What follows belongs to an exercise in optimizing a design on an open flow for small area and a short achievable clock period; a production flow would make more cautious choices.
At most, simulation tests tie the RTL to the original design; equivalence was not proved.
No activity file was given, so power comes from the tool's default toggle rates.

Setup of run A:
// pmp_top
module pmp_top (
   input  logic                 clk,
   input  logic                 reset,
   input  logic                 awvalid,
   input  logic [13:0]          awaddr,
   output logic                 awready,
   input  logic                 wvalid,
   input  logic [31:0]          wdata,
   input  logic [3:0]           wstrb,
   output logic                 wready,
   output logic                 bvalid,
   output logic [1:0]           bresp,
   input  logic                 bready,
   input  logic                 arvalid,
   input  logic [13:0]          araddr,
   output logic                 arready,
   output logic                 rvalid,
   output logic [31:0]          rdata,
   output logic [1:0]           rresp,
   input  logic                 rready,
   input  logic                 check_valid,
   input  logic [32:0]          check_req,
   output logic                 resp_valid,
   output logic [5:0]           resp
);
   logic                               wr_cfg, wr_addr, wr_last;
   logic                               rd_cfg, rd_addr;
   logic [31:0]                        rd_word;
   logic [3:0]                         turn;
   logic [7:0]                         turn_j;
   logic [15:0]                        first;
   logic                               clearing;
   logic [pmp_pkg::PMP_ENTRIES*6-1:0]  slot_cfg;
   logic [pmp_pkg::PMP_ENTRIES*30-1:0] slot_addr_n;
   logic [pmp_pkg::PMP_ENTRIES-1:0]    match_vec;
   logic [pmp_pkg::PMP_ENTRIES-1:0]    allow_vec;
  ...
Size in the first run: ~4100 cells after synthesis, about 670 flip-flops, ~150 I/O pins, roughly 0.036 sq mm of cells after synthesis.
clock: 7.0 ns
lec_check: 0
cap_margin: 20
core_margin: 2
core_utilization: 60
cts_cluster_diameter: 150
cts_cluster_size: 24
setup_slack_margin: 3.8
slew_margin: 20
synth_hierarchical: 1
standard.sh (not shown) runs the stock make flow with config.mk's settings and CLKGATE_MAP_FILE= SYNTH_SCRIPT=/design/flow/synth_recipe.tcl, a recipe that flattens the netlist after the stock synthesis.
==> flow/flow/run.sh <==
#!/bin/bash
# Standard layout, with the slow stacked complex cells kept out of the
# netlist: flow/dont_use.txt lists the platform's own don't-use cells plus
# those.
set -e
cp standard.sh standard_sh.txt
bash standard.sh DONT_USE_CELLS="$(tr '\n' ' ' < flow/dont_use.txt)" finish > standard.log 2>&1
Other scripts of this flow, unchanged in this note and not shown: flow/flow/dont_use.txt
Every stage of the flow completed for run A, and the final layout passed the timing, DRC and antenna checks.
Modified inputs, run B compared to run A
# run A
export LEC_CHECK = 0
export CAP_MARGIN = 20
export CORE_MARGIN = 2
export CORE_UTILIZATION = 60
export CTS_CLUSTER_DIAMETER = 150
export CTS_CLUSTER_SIZE = 24
export SETUP_SLACK_MARGIN = 3.8
export SLEW_MARGIN = 20
export SYNTH_HIERARCHICAL = 1
create_clock -name core_clock -period 7.0 [get_ports {clk}]
# run B
export LEC_CHECK = 0
export CAP_MARGIN = 20
export CORE_MARGIN = 2
export CORE_UTILIZATION = 60
export CTS_CLUSTER_DIAMETER = 150
export CTS_CLUSTER_SIZE = 24
export SETUP_SLACK_MARGIN = 2.8
export SLEW_MARGIN = 20
export SYNTH_HIERARCHICAL = 1
create_clock -name core_clock -period 7.0 [get_ports {clk}]
==> comparison <==
[compare] base=run A new=run B: routed wire length on met3 lower; setup slack lower; number of non-clock buffers lower. Run B — detailed-route wire length on metal 1 4.9% lower, run A as reference.
Modified inputs, run C compared to run B
# run B
export LEC_CHECK = 0
export CAP_MARGIN = 20
export CORE_MARGIN = 2
export CORE_UTILIZATION = 60
export CTS_CLUSTER_DIAMETER = 150
export CTS_CLUSTER_SIZE = 24
export SETUP_SLACK_MARGIN = 2.8
export SLEW_MARGIN = 20
export SYNTH_HIERARCHICAL = 1
create_clock -name core_clock -period 7.0 [get_ports {clk}]
# run C
export LEC_CHECK = 0
export CAP_MARGIN = 20
export CORE_MARGIN = 2
export CORE_UTILIZATION = 60
export CTS_CLUSTER_DIAMETER = 150
export CTS_CLUSTER_SIZE = 24
export SETUP_SLACK_MARGIN = 3.4
export SLEW_MARGIN = 20
export SYNTH_HIERARCHICAL = 1
create_clock -name core_clock -period 7.0 [get_ports {clk}]
Results
Run C | stages: all done | timing, DRC, antenna: all pass. Against run B as the reference, run C delivers a higher area of all placed cells without fillers. From run B to run C the numbers moved as follows: power now sits higher; routed metal-1 wirelength up 1.8 mm; global routing usage on met2 higher. Non-clock inverter total of the final layout came out exactly the same in run B and run C.
diff inputs: run C => run D
# run C
export LEC_CHECK = 0
export CAP_MARGIN = 20
export CORE_MARGIN = 2
export CORE_UTILIZATION = 60
export CTS_CLUSTER_DIAMETER = 150
export CTS_CLUSTER_SIZE = 24
export SETUP_SLACK_MARGIN = 3.4
export SLEW_MARGIN = 20
export SYNTH_HIERARCHICAL = 1
create_clock -name core_clock -period 7.0 [get_ports {clk}]
# run D
export LEC_CHECK = 0
export CAP_MARGIN = 20
export CORE_MARGIN = 2
export CORE_UTILIZATION = 60
export CTS_CLUSTER_DIAMETER = 150
export CTS_CLUSTER_SIZE = 24
export SETUP_SLACK_MARGIN = 3.0
export SLEW_MARGIN = 20
export SYNTH_HIERARCHICAL = 1
create_clock -name core_clock -period 7.0 [get_ports {clk}]
==> run notes <==
Going from run C to run D, the initial antenna violation count was found to have gone down by 3.
Run D against run C: routed wire length went down by 11%; detailed-route wire length on metal 1 now sits lower; global-route usage lower; via count fell 5.3%.
Looking at latest clock arrival within the worst-skew pair across run C and run D, the one that comes out lower is run D.
Run D has cell count below what run C had.

* * *

branch sierra:
Another version of the RTL of pmp_top (not shown whole).
Size in the first run: roughly 3,900 cells after synthesis, about 630 flip-flops, roughly 150 I/O pins, roughly 34,000 um^2 of cells after synthesis.
clock: 7.0 ns
lec_check: 0
cap_margin: 20
core_margin: 2
core_utilization: 40
slew_margin: 20
run.sh (not shown) runs the stock make flow with config.mk's settings and CLKGATE_MAP_FILE= SYNTH_SCRIPT=/design/flow/synth_recipe.tcl, a recipe that flattens the netlist after the stock synthesis.
Stock flow here: none of the scripts above is used.
Looking at the reports, branch sierra completed the entire flow and the layout it produced met the timing, DRC and antenna checks.
The inputs of branch ember differ from those of branch sierra as listed below.
--- a/flow/config.mk
+++ b/flow/config.mk
@@ -10,0 +11 @@
+export SETUP_SLACK_MARGIN = 4.2
==> run notes <==
- branch ember | status: complete | timing, DRC, antenna: pass
- Taking branch sierra as the reference, in branch ember post-route minimum period shrank by 1.26 ns; clock transition time at the flip-flop clock pins of the worst setup and hold paths held steady; largest net degree at the start of global routing shrank by 21; critical path depth grew by 4; number of instances resized during post-cts repair grew by 530.
- Depth of the most critical reg-to-reg path, branch sierra and branch ember: larger value in branch ember
- branch sierra → branch ember: fraction of area in registers went down 3.5 points, final non-filler cell total went up about 3%, via count went up 1,731, all-layer global routing usage went up 2.8 points.
No run of this note included a check of the RTL's function; only the layout flow was run.

[port drivers added, routing unchanged]
The results above use ideal ports. As a check the final layouts listed here were re-extracted and re-timed, cells and wires unchanged.
Step 1, drivers: a clkbuf_16 drives clk and a buf_2 each remaining input, both assumed.
Step 2 adds t to the input delays and takes it off the output delays; t is the mean of the earliest and latest rising clock arrival at the registers after step 1. Input paths then give back, and output paths get back, about the clock's delay inside the block.
Slacks: no drivers / after step 1 / after step 2; pairs: no drivers / after step 1.
| run | shift t [ns] | setup slack, ns | cell pins on the clock port's net |
|---|---|---|---|
| run A | 0.724 | 3.302 / 3.148 / 2.424 | 1 |
| run B | 0.699 | 2.899 / 2.857 / 2.224 | 1 |
| run C | 0.708 | 3.262 / 3.137 / 2.429 | 1 |
| run D | 0.696 | 3.045 / 2.978 / 2.442 | 1 |
| branch sierra | 0.692 | 0.960 / 0.998 / 0.306 | 1 |
| branch ember | 0.684 | 2.222 / 2.231 / 1.557 | 1 |
After both steps setup and hold are still met in every run listed. For run A, which loses most, drivers alone change the setup slack by -0.154 ns; drivers and shift together by -0.878 ns.
